This is an optimization exercise on Yosys and OpenROAD, whose aim is small area, a short achievable clock period and few clock cycles per item, not a production implementation. The RTL was checked by simulation tests, not by an equivalence proof against the original design. No activity file was given, so power comes from the tool's default toggle rates.

**flow/config.mk**
```make
export PLATFORM = sky130hd
export DESIGN_NAME = http_header_field_locator
export DESIGN_NICKNAME = http_header_field_locator
export VERILOG_FILES = /design/flow/design.v
export SDC_FILE = /design/flow/constraint.sdc
export NUM_CORES = 4
export LEC_CHECK = 0
export ABC_AREA = 1
export CAP_MARGIN = 20
export CORE_AREA = 2 2 168.09 168.09
export DIE_AREA = 0 0 170.09 170.09
export SETUP_SLACK_MARGIN = 2.1
export SLEW_MARGIN = 20
```
**flow/constraint.sdc**
```tcl
create_clock -name core_clock -period 4.0 [get_ports {clk}]
set_input_delay 0.8000 -clock core_clock [delete_from_list [all_inputs] [get_ports {clk}]]
set_output_delay 0.8000 -clock core_clock [all_outputs]
set_load 0.01 [all_outputs]
```
**flow/design.v**
```verilog
`default_nettype none
package hhfl_pkg;
  localparam int unsigned PosW = 16;
  localparam logic [1:0] PH_START = 2'd0;
  localparam logic [1:0] PH_KEY   = 2'd1;
  localparam logic [1:0] PH_VALUE = 2'd2;
  localparam logic [1:0] PH_DONE  = 2'd3;
  localparam logic [7:0] ChCr    = 8'h0d;
  localparam logic [7:0] ChLf    = 8'h0a;
  localparam logic [7:0] ChSpace = 8'h20;
  localparam logic [7:0] ChColon = 8'h3a;
  localparam logic [7:0] ChZero  = 8'h30;
  localparam logic [7:0] ChNine  = 8'h39;
  function automatic logic [7:0] start_char(input logic [1:0] k, input logic [3:0] i);
    logic [63:0] s;
    case (k)
      2'd0: s = "HTTP/1.1";
      2'd1: s = {"GET", 40'd0};
      2'd2: s = {"HEAD", 32'd0};
      default: s = {"POST", 32'd0};
    endcase
    start_char = s[63 - 8 * i[2:0] -: 8];
  endfunction
  function automatic logic [3:0] start_len(input logic [1:0] k);
    case (k)
      2'd0: start_len = 4'd8;
      2'd1: start_len = 4'd3;
      default: start_len = 4'd4;
    endcase
  endfunction
  function automatic logic [7:0] key_char(input logic [1:0] k, input logic [3:0] i);
    logic [103:0] s;
    case (k)
      2'd0: s = {"Host:", 64'd0};
      2'd1: s = {"User-Agent:", 16'd0};
      default: s = "Content-Type:";
    endcase
    key_char = (i < 4'd13) ? s[103 - 8 * i -: 8] : 8'd0;
  endfunction
  function automatic logic [3:0] key_len(input logic [1:0] k);
    case (k)
      2'd0: key_len = 4'd5;
      2'd1: key_len = 4'd11;
      default: key_len = 4'd13;
    endcase
  endfunction
  function automatic logic start_match(input logic [1:0] k, input logic [3:0] i,
                                       input logic [7:0] b);
    start_match = 1'b0;
    for (int j = 0; j < 8; j++)
      if (i == 4'(j) && 4'(j) < start_len(k) && b == start_char(k, 4'(j)))
        start_match = 1'b1;
  endfunction
  function automatic logic key_match(input logic [1:0] k, input logic [3:0] i,
                                     input logic [7:0] b);
    key_match = 1'b0;
    for (int j = 0; j < 13; j++)
      if (i == 4'(j) && 4'(j) < key_len(k) && b == key_char(k, 4'(j)))
        key_match = 1'b1;
  endfunction
  function automatic logic [15:0] inc16(input logic [15:0] x);
    for (int j = 0; j < 16; j++)
      inc16[j] = x[j] ^ ((x & ((16'd1 << j) - 16'd1)) == ((16'd1 << j) - 16'd1));
  endfunction
endpackage
`default_nettype wire
`default_nettype none
module hhfl_scan (
  input  wire logic        clk,
  input  wire logic        rst_n,
  input  wire logic        step,       
  input  wire logic        clear,      
  input  wire logic        last_byte,
  input  wire logic [7:0]  data_byte,
  input  wire logic        is_cr,
  input  wire logic        line_end,   
  input  wire logic        is_sp,
  input  wire logic        is_colon,
  input  wire logic        is_digit,
  output logic             cr_r,       
  output logic             early_nxt,  
  output logic             r_ok,
  output logic             r_resp,
  output logic [1:0]       r_method,
  output logic [15:0]      r_status,
  output logic [15:0]      r_uri_off,
  output logic [15:0]      r_uri_len,
  output logic [15:0]      r_host_off,
  output logic [15:0]      r_host_len,
  output logic [15:0]      r_agent_off,
  output logic [15:0]      r_agent_len,
  output logic [15:0]      r_ctype_off,
  output logic [15:0]      r_ctype_len
);
  logic [15:0] pos_r;
  logic        full_r;               
  logic        st_r, kp_r, vp_r;
  logic        colon_r;              
  logic        sp1_r, sp2_r;         
  logic [3:0]  m_r;                  
  logic [3:0]  idx_r;
  logic        drun_r;               
  logic        dig_r;                
  logic        vseen_r;              
  logic [15:0] vst_r;                
  logic [15:0] csc_r;                
  logic [15:0] cnt_r;                
  logic [15:0] pos_inc;
  logic        adv, clr, resp, hdr, colsp;
  assign pos_inc = hhfl_pkg::inc16(pos_r);
  assign adv   = step && !full_r;
  assign clr   = !rst_n || (step && last_byte);
  assign resp  = m_r[2];
  assign hdr   = kp_r || vp_r;
  assign colsp = colon_r && is_sp;
  logic       st_end, st_end_ok, first_sp, load_v, dig_acc, cnt_inc, commit, key_end;
  logic       resp_now;
  logic [1:0] kind;
  assign st_end    = st_r && line_end;
  assign st_end_ok = st_end && sp2_r && (!resp || dig_r);
  assign first_sp  = st_r && !sp1_r && is_sp;
  assign key_end   = kp_r && colsp;
  assign load_v    = first_sp || key_end;
  assign dig_acc   = drun_r && is_digit;
  assign cnt_inc   = (st_r && sp1_r && !sp2_r) || (vp_r && !vseen_r && !colsp);
  assign commit    = vp_r && line_end;
  always_comb begin
    resp_now = m_r[0] && idx_r == 4'd8;
    kind = 2'd3;
    for (int k = 3; k >= 1; k--)
      if (m_r[k] && idx_r == hhfl_pkg::start_len(2'(k))) kind = 2'(k - 1);
  end
  logic [3:0] m_nxt, idx_nxt;
  logic [3:0] idx_sat;
  assign idx_sat = (idx_r == 4'd15) ? idx_r : idx_r + 4'd1;
  always_comb begin
    m_nxt = m_r; idx_nxt = idx_r;
    if ((st_r || hdr) && line_end) begin
      m_nxt = 4'b0111; idx_nxt = '0;
    end else if (st_r && !sp1_r) begin
      if (is_sp) begin
        m_nxt = {1'b0, resp_now, resp_now ? 2'd0 : kind};
        idx_nxt = '0;
      end else begin
        for (int k = 0; k < 4; k++)
          m_nxt[k] = m_r[k] && hhfl_pkg::start_match(2'(k), idx_r, data_byte);
        idx_nxt = idx_sat;
      end
    end else if (kp_r) begin
      if (colsp) begin
        for (int k = 0; k < 3; k++)
          m_nxt[k] = m_r[k] && idx_r == hhfl_pkg::key_len(2'(k));
      end else begin
        for (int k = 0; k < 3; k++)
          m_nxt[k] = m_r[k] && hhfl_pkg::key_match(2'(k), idx_r, data_byte);
        idx_nxt = idx_sat;
      end
    end
  end
  logic early_r;
  assign early_nxt = clr ? 1'b1 : adv ? pos_r[15:1] == 15'd0 : early_r;
  always_ff @(posedge clk) early_r <= early_nxt;
  always_ff @(posedge clk) begin
    if (clr) begin
      pos_r <= '0; full_r <= 1'b0; st_r <= 1'b1; kp_r <= 1'b0; vp_r <= 1'b0;
      cr_r <= 1'b0; colon_r <= 1'b0; sp1_r <= 1'b0; sp2_r <= 1'b0; m_r <= 4'hf;
      idx_r <= '0; drun_r <= 1'b0; dig_r <= 1'b0; vseen_r <= 1'b0;
    end else if (adv) begin
      pos_r <= pos_inc; full_r <= &pos_r[15:1];
      if (st_end) st_r <= 1'b0;
      if (st_end_ok || commit || (kp_r && line_end && idx_r != 4'd1)) kp_r <= 1'b1;
      else if (key_end || (kp_r && line_end)) kp_r <= 1'b0;
      if (key_end) vp_r <= 1'b1;
      else if (commit) vp_r <= 1'b0;
      cr_r <= is_cr;
      colon_r <= hdr && is_colon;
      if (first_sp) sp1_r <= 1'b1;
      if (st_r && sp1_r && is_sp) sp2_r <= 1'b1;
      m_r <= m_nxt; idx_r <= idx_nxt;
      if (first_sp) drun_r <= resp_now;
      else if (!is_digit) drun_r <= 1'b0;
      if (dig_acc) dig_r <= 1'b1;
      if (line_end) vseen_r <= 1'b0;
      else if (vp_r && colsp) vseen_r <= 1'b1;
    end
  end
  logic [15:0] acc_a, acc_b, acc_c, acc_e, s1, c1, s2, c2;
  logic [8:0]  lo_sum;
  logic [7:0]  hi_sum;
  always_comb begin
    acc_a = {vst_r[12:0], data_byte[2:0]};
    acc_b = {vst_r[14:0], 1'b0};
    acc_c = {csc_r[12:1], data_byte[3], 3'b000};
    acc_e = {csc_r[14:0], 1'b0};
    s1 = acc_a ^ acc_b ^ acc_c;
    c1 = {(acc_a[14:0] & acc_b[14:0]) | (acc_a[14:0] & acc_c[14:0]) | (acc_b[14:0] & acc_c[14:0]), 1'b0};
    s2 = s1 ^ c1 ^ acc_e;
    c2 = {(s1[14:0] & c1[14:0]) | (s1[14:0] & acc_e[14:0]) | (c1[14:0] & acc_e[14:0]), 1'b0};
    lo_sum = {1'b0, vst_r[7:0]} + {1'b0, csc_r[7:0]};
    hi_sum = vst_r[15:8] + csc_r[15:8];
  end
  always_ff @(posedge clk) begin
    if (adv && load_v) begin
      vst_r <= (first_sp && resp_now) ? 16'd0 : pos_inc;
      csc_r <= '0;
    end else if (adv && dig_acc) begin
      vst_r <= s2;
      csc_r <= c2;
    end else begin
      vst_r <= {hi_sum, lo_sum[7:0]};
      csc_r <= {7'd0, lo_sum[8], 8'd0};
    end
    if (adv && load_v) cnt_r <= '1;
    else if (adv && cnt_inc) cnt_r <= hhfl_pkg::inc16(cnt_r);
  end
  logic [15:0] vst_g, cnt_g;
  assign vst_g = clear ? 16'd0 : vst_r;
  assign cnt_g = clear ? 16'd0 : cnt_r;
  always_ff @(posedge clk) begin
    if (clear || (adv && st_end_ok)) begin
      r_ok <= !clear;
      r_resp <= !clear && resp;
      r_method <= clear ? 2'd0 : m_r[1:0];
    end
    if (clear || (adv && st_end_ok && resp))
      r_status <= vst_g;
    if (clear || (adv && st_end_ok && !resp)) begin
      r_uri_off <= vst_g; r_uri_len <= cnt_g;
    end
    if (clear || (adv && commit && m_r[0])) begin
      r_host_off <= vst_g; r_host_len <= cnt_g;
    end
    if (clear || (adv && commit && m_r[1])) begin
      r_agent_off <= vst_g; r_agent_len <= cnt_g;
    end
    if (clear || (adv && commit && m_r[2])) begin
      r_ctype_off <= vst_g; r_ctype_len <= cnt_g;
    end
  end
endmodule
`default_nettype wire
`default_nettype none
module http_header_field_locator (
  input  wire logic        clk,
  input  wire logic        rst_n,
  input  wire logic        in_valid,
  output logic             in_stall,
  input  wire logic [7:0]  in_data_byte,
  input  wire logic        in_last_byte,
  output logic             out_valid,
  input  wire logic        out_stall,
  output logic             out_parse_ok,
  output logic             out_resp_flag,
  output logic [1:0]       out_method_kind,
  output logic [15:0]      out_status_code,
  output logic [15:0]      out_uri_offset,
  output logic [15:0]      out_uri_length,
  output logic [15:0]      out_host_offset,
  output logic [15:0]      out_host_length,
  output logic [15:0]      out_agent_offset,
  output logic [15:0]      out_agent_length,
  output logic [15:0]      out_ctype_offset,
  output logic [15:0]      out_ctype_length
);
  logic       iv_r, il_r, ov_r, stall_r, step_r, fresh_r;
  logic [7:0] ib_r;
  logic       cr_r, le_r, sp_r, colon_r, digit_r;
  logic       pcr;                   
  logic       early_nxt;             
  logic       iv_nxt, il_nxt, ov_nxt, step_nxt, clear;
  assign in_stall = stall_r;
  always_comb begin
    iv_nxt = iv_r;
    il_nxt = il_r;
    if (in_valid && !stall_r) begin
      iv_nxt = 1'b1;
      il_nxt = in_last_byte;
    end else if (step_r) begin
      iv_nxt = 1'b0;
    end
    ov_nxt = ov_r;
    if (step_r && il_r) ov_nxt = 1'b1;
    else if (!out_stall) ov_nxt = 1'b0;
    step_nxt = iv_nxt && (!ov_nxt || (early_nxt && !il_nxt));
  end
  assign clear = (ov_r && !out_stall) || (fresh_r && step_r && !ov_r);
  always_ff @(posedge clk) begin
    if (!rst_n) begin
      iv_r <= 1'b0;
      ov_r <= 1'b0;
      stall_r <= 1'b0;
      step_r <= 1'b0;
      fresh_r <= 1'b1;
    end else begin
      iv_r <= iv_nxt;
      ov_r <= ov_nxt;
      stall_r <= iv_nxt && !step_nxt;
      step_r <= step_nxt;
      if (step_r) fresh_r <= il_r;
    end
    if (!stall_r) begin
      ib_r    <= in_data_byte;
      il_r    <= in_last_byte;
      cr_r    <= in_data_byte == hhfl_pkg::ChCr;
      le_r    <= in_data_byte == hhfl_pkg::ChLf && (iv_r ? (cr_r && !il_r) : pcr);
      sp_r    <= in_data_byte == hhfl_pkg::ChSpace;
      colon_r <= in_data_byte == hhfl_pkg::ChColon;
      digit_r <= in_data_byte >= hhfl_pkg::ChZero && in_data_byte <= hhfl_pkg::ChNine;
    end
  end
  hhfl_scan u_scan (
    .clk(clk), .rst_n(rst_n), .step(step_r), .clear(clear), .last_byte(il_r),
    .data_byte(ib_r), .is_cr(cr_r), .line_end(le_r), .cr_r(pcr), .early_nxt(early_nxt), .is_sp(sp_r), .is_colon(colon_r),
    .is_digit(digit_r),
    .r_ok(out_parse_ok), .r_resp(out_resp_flag), .r_method(out_method_kind),
    .r_status(out_status_code), .r_uri_off(out_uri_offset), .r_uri_len(out_uri_length),
    .r_host_off(out_host_offset), .r_host_len(out_host_length),
    .r_agent_off(out_agent_offset), .r_agent_len(out_agent_length),
    .r_ctype_off(out_ctype_offset), .r_ctype_len(out_ctype_length)
  );
  assign out_valid = ov_r;
endmodule
`default_nettype wire
```
**flow/flow/run.sh**
```bash
#!/bin/bash
# The standard layout (standard.sh) with clock tree synthesis using larger
# sink clusters and no dummy loads.
set -euo pipefail
bash standard.sh 'CTS_ARGS=-sink_clustering_enable -repair_clock_nets -sink_clustering_size 30 -sink_clustering_max_diameter 60 -dont_use_dummy_load' finish > standard_finish.log 2>&1
```
**flow/standard.sh**
```bash
#!/bin/bash
# synth_recipe.tcl (not shown) runs the flow's synth.tcl, then flattens the netlist and writes it again
# the make line also repeats each setting of config.mk as NAME=value (left out here)
make -C /OpenROAD-flow-scripts/flow DESIGN_CONFIG=/design/flow/config.mk WORK_HOME=/design/flow/orfs CLKGATE_MAP_FILE= SYNTH_SCRIPT=/design/flow/synth_recipe.tcl "${@:-finish}"
```
==> impl_metrics.sql <==
INSERT INTO impl_metrics (metric_group, metric, value, unit) VALUES
('setup_path', 'critical_path.endpoint_type', 'output port', ''),
('routing', 'post-route-drc-count', '0', ''),
('power_and_ir_drop', 'total_leakage_power', '5.37', 'nW'),
('routing', 'routed_via_density', '4.91', ''),
('placed_design', 'worst_setup_slack_before_clock_tree_synthesis', '1.08', 'ns'),
('finish', 'number_of_nets_in_the_final_layout', '1247', ''),
('synthesis', 'synth.cells.most_frequent', 'sky130_fd_sc_hd__nand2_1, sky130_fd_sc_hd__edfxtp_1, sky130_fd_sc_hd__inv_1, sky130_fd_sc_hd__nor2_1, sky130_fd_sc_hd__dfxtp_1', ''),
('clocking', 'numCtsBuffers', '19', ''),
('clocking', 'htreeDepth', '1', ''),
('routing', 'drt_first_iter_violations', '537', ''),
('grt', 'grt.overflow.total', '0', ''),
('clocking', 'tritoncts_clock_tree', 'yes', ''),
('sta', 'timing_max_transition_violations_final', '0', ''),
('clocking', 'clk_latency', '0.53', 'ns'),
('synthesis', 'synth_enable_flop_cells', '165', ''),
('setup_path', 'cell_chain_of_the_critical_path', 'buf_2', ''),
('setup_path', 'critPathLaunchType', 'register', ''),
('synthesis', 'number_of_synthesis_warnings', '2', ''),
('setup_path', 'crit_family', 'flip-flops', ''),
('grt', 'grt_first_pass_wirelength', '38700', 'um'),
('setup_path', 'timing.critical_path.required', '3.20', 'ns'),
('floorplanning', 'core-area', '27000', 'sq um'),
('grt', 'grt_max_degree', '35', ''),
('clocking', 'cts.path.max_buffers', '3', ''),
('placed_design', 'place.detailed.hpwl', '17700', 'um'),
('synthesis', 'syn-mean-instance-area', '10.8', 'sq um'),
('worst_hold_path', 'min-delay-path-class', 'register to register', ''),
('sta', 'final_period_util', '0.481', ''),
('outcome', 'run_status', 'finished clean', ''),
('sta', 'clock-skew-final', '0.0753', 'ns'),
('placed_design', 'routabilityCongestion', '0.898', ''),
('setup_path', 'path_max_fanout', '1', ''),
('floorplanning', 'floorplan.initialDensity', '0.395', ''),
('synthesis', 'synth-seq-cells', '248', ''),
('synthesis', 'synth.net_count', '1056', ''),
('sta', 'clock.fmax', '520', 'MHz'),
('routing', 'detail_route.wirelength', '24600', 'um'),
('finish', 'n_fill_cell', '2516', ''),
('routing', 'drt_first_pass_iters', '5', ''),
('synthesis', 'ys_dominant_reg_cell', 'sky130_fd_sc_hd__edfxtp_1', ''),
('synthesis', 'post_synth_main_area_contributors', 'sky130_fd_sc_hd__edfxtp_1, sky130_fd_sc_hd__dfxtp_1, sky130_fd_sc_hd__nand2_1, sky130_fd_sc_hd__fa_1, sky130_fd_sc_hd__inv_1', ''),
('sta', 'setup_viol', '0', ''),
('routing', 'routed_wire_length_per_instance', '16.2', 'um'),
('routing', 'via_count', '7463', ''),
('synthesis', 'post_synthesis_cell_type_count', '51', ''),
('floorplanning', 'die_ar', '28900', 'sq um'),
('finish', 'drive_gt1_frac', '0.231', ''),
('power_and_ir_drop', 'power-per-cell-area', '462', 'nW/um^2'),
('synthesis', 'ys_async_sr_fraction', '0', ''),
('flow_run', 'drv_cap', '0', ''),
('sta', 'worst_slew_pin_slew', '0.540', 'ns'),
('finish', 'regArea', '6630', 'sq um'),
('setup_path', 'arrival_time_at_the_worst_endpoint', '1.12', 'ns'),
('setup_path', 'cp_num_buf_inv', '1', ''),
('routing', 'drtAntennaViolNets', '0', ''),
('floorplanning', 'die_width', '170', 'um'),
('grt', 'globalRouteTotalUtil', '0.169', ''),
('grt', 'number_of_global_route_vias_before_repair', '7096', ''),
('placed_design', 'placement.io_buffers', '162', ''),
('floorplanning', 'core.rowCount', '60', ''),
('synthesis', 'synth_sequential_area_ratio', '0.619', ''),
('setup_path', 'worst_setup_path_category', 'register to output port', ''),
('clocking', 'clkSinkCount', '248', ''),
('grt', 'antenna_violations_before_repair', '0', ''),
('sta', 'rsz_0062_raised_after_global_routing', 'yes', ''),
('synthesis', 'synthesis.area', '10700', 'sq um'),
('power_and_ir_drop', 'vdd.ir_drop.worst', '0.000247', 'V'),
('clocking', 'cts.hold.buffers_added', '0', ''),
('sta', 'relSlewSlack', '0.639', ''),
('sta', 'report.final.hold_viol_count', '0', ''),
('sta', 'setup_slack', '2.08', 'ns');
==> sequential cells by signal, summed over array words and instances, names as in the netlist, 4 cells and up <==
name                cells
u_scan.cnt_r           16
u_scan.r_uri_len       16
u_scan.r_status        16
u_scan.r_host_len      16
u_scan.m_r              4
u_scan.r_ctype_len     16
u_scan.idx_r            4
u_scan.vst_r           16
u_scan.r_agent_len     16
u_scan.r_agent_off     16
u_scan.r_ctype_off     16
u_scan.csc_r           13
u_scan.pos_r           16
ib_r                    8
u_scan.r_uri_off       16
u_scan.r_host_off      16
==> what timing repair did <==
item,in CTS,in global routing
gates resized for setup,638,37
setup endpoints to repair,470,250
pin swaps,4,5
buffers inserted,6,11
==> cell type report <==
class | instances | area share
Multi-Input combinational cell | 603 | 0.289
Tap cell | 341 | 0.0330
Clock buffer | 19 | 0.0368
Inverter | 124 | 0.0385
Sequential cell | 248 | 0.514
Timing Repair Buffer | 185 | 0.0894
==> logic make-up (layout without fill, tap and decap cells) <==
family,count (synthesis),in the layout,synth area share
buffers and inverters,139,328,0.0512
xor gates and xnor gates,18,18,0.0148
and+or+nand+nor,396,396,0.160
muxes,1,1,0.000937
adders and majority gates,53,53,0.0783
DFF,248,248,0.619
AOI/OAI and AO/OA,135,135,0.0749
==> placed cells by master (no fill, tap or decap), types with 3 or more instances in the layout <==
cell                              instances
sky130_fd_sc_hd__nor2_2                  22
sky130_fd_sc_hd__nand3_1                 61
sky130_fd_sc_hd__nand2_1                171
sky130_fd_sc_hd__fa_1                    23
sky130_fd_sc_hd__nor3_1                  12
sky130_fd_sc_hd__ha_1                    29
sky130_fd_sc_hd__a31oi_1                  4
sky130_fd_sc_hd__nor4_1                   3
sky130_fd_sc_hd__o21ai_0                 43
sky130_fd_sc_hd__o211ai_1                13
sky130_fd_sc_hd__a21oi_1                 45
sky130_fd_sc_hd__dfxtp_2                  8
sky130_fd_sc_hd__o21ai_1                  3
sky130_fd_sc_hd__buf_6                    4
sky130_fd_sc_hd__or2_2                    3
sky130_fd_sc_hd__inv_2                    5
sky130_fd_sc_hd__xnor2_1                  6
sky130_fd_sc_hd__nand4_1                  5
sky130_fd_sc_hd__nand2_8                  3
sky130_fd_sc_hd__buf_4                   15
sky130_fd_sc_hd__inv_1                  113
sky130_fd_sc_hd__edfxtp_1               165
sky130_fd_sc_hd__dfxtp_1                 74
sky130_fd_sc_hd__clkbuf_16               19
sky130_fd_sc_hd__o21ai_4                  5
sky130_fd_sc_hd__buf_2                  145
sky130_fd_sc_hd__nor2_1                  90
sky130_fd_sc_hd__buf_12                   5
sky130_fd_sc_hd__clkdlybuf4s50_1         12
sky130_fd_sc_hd__xor2_1                  12
sky130_fd_sc_hd__nand2_2                  5
sky130_fd_sc_hd__o221ai_2                 3
sky130_fd_sc_hd__nor2_4                  11
==> worst register-to-register path: cells and delay by family (launching register included) <==
| family | cells | cell delay [ns] |
|---|---|---|
| fa+ha+maj | 2 | 0.59 |
| simple gates | 7 | 0.61 |
| buf+inv | 1 | 0.05 |
| flops | 1 | 0.37 |
| compound gates | 2 | 0.12 |
==> power by group <==
part	internal [mW]	total (mW)	switching, mW
clock network	0.839	1.63	0.787
registers	3.13	3.30	0.167
logic	0.380	1.04	0.661
total	4.35	5.97	1.62
==> final timing paths <==
check | from | to | slack [ns] | depth (start not counted)
max | u_scan.r_uri_off[4] | out_uri_offset[4] | 2.08 | 1
min | u_scan.m_r[1] | u_scan.m_r[1] | 0.44 | 2
max reg2reg | u_scan.csc_r[8] | u_scan.vst_r[14] | 2.13 | 12
min reg2reg | u_scan.m_r[1] | u_scan.m_r[1] | 0.44 | 2
==> per-layer routing <==
metal,part of all wire,track usage,vias to the layer above
met2,0.45,0.274,219
met3,0.057,0.0251,38
met1,0.47,0.240,3488
met5,0,0,-
li1,-,-,3718
met4,0.022,0.0416,0
==> stage by stage <==
| step | cell area, sq um | power [mW] | cells | hold slack [ns] | utilization |
|---|---|---|---|---|---|
| 2_1_floorplan | 10700 | 3.93 | 990 | 0.418 | - |
| 3_3_place_gp | 12800 | 4.48 | 1484 | 0.432 | 0.472 |
| 3_5_place_dp | 12800 | 4.50 | 1484 | 0.441 | 0.472 |
| 4_1_cts | 12700 | 6.01 | 1509 | 0.450 | 0.469 |
| 5_1_grt | 12900 | 6.28 | 1520 | 0.482 | 0.478 |
| 6_report | 12900 | 5.97 | 1520 | 0.444 | 0.478 |
Testbench counts, summed over its fixed seeds: cycles 57,812, bytes 57,796.

what the ideal ports hide:
Ports are ideal in the flow. The routed layout listed here was re-timed in OpenROAD. Step 1 assumes that a clkbuf_16 drives the clock port and a buf_2 every other input. Step 2 adds t to the input delays and takes it off the output delays; t is the mean of the earliest and latest rising clock arrival at the registers after step 1. Input paths then give back, and output paths get back, about the clock's delay inside the block. a / b / c = ideal / step 1 / step 2; a / b = the first two.
t, ns: 0.535
slack for setup (ns): 2.075 / 2.034 / 1.647
worst hold slack (ns): 0.444 / 0.444 / 0.444
pins driven straight from the clock port: 1
After both steps this run still meets setup and hold. For this run, drivers alone change the setup slack by -0.041 ns; drivers and shift together by -0.428 ns.
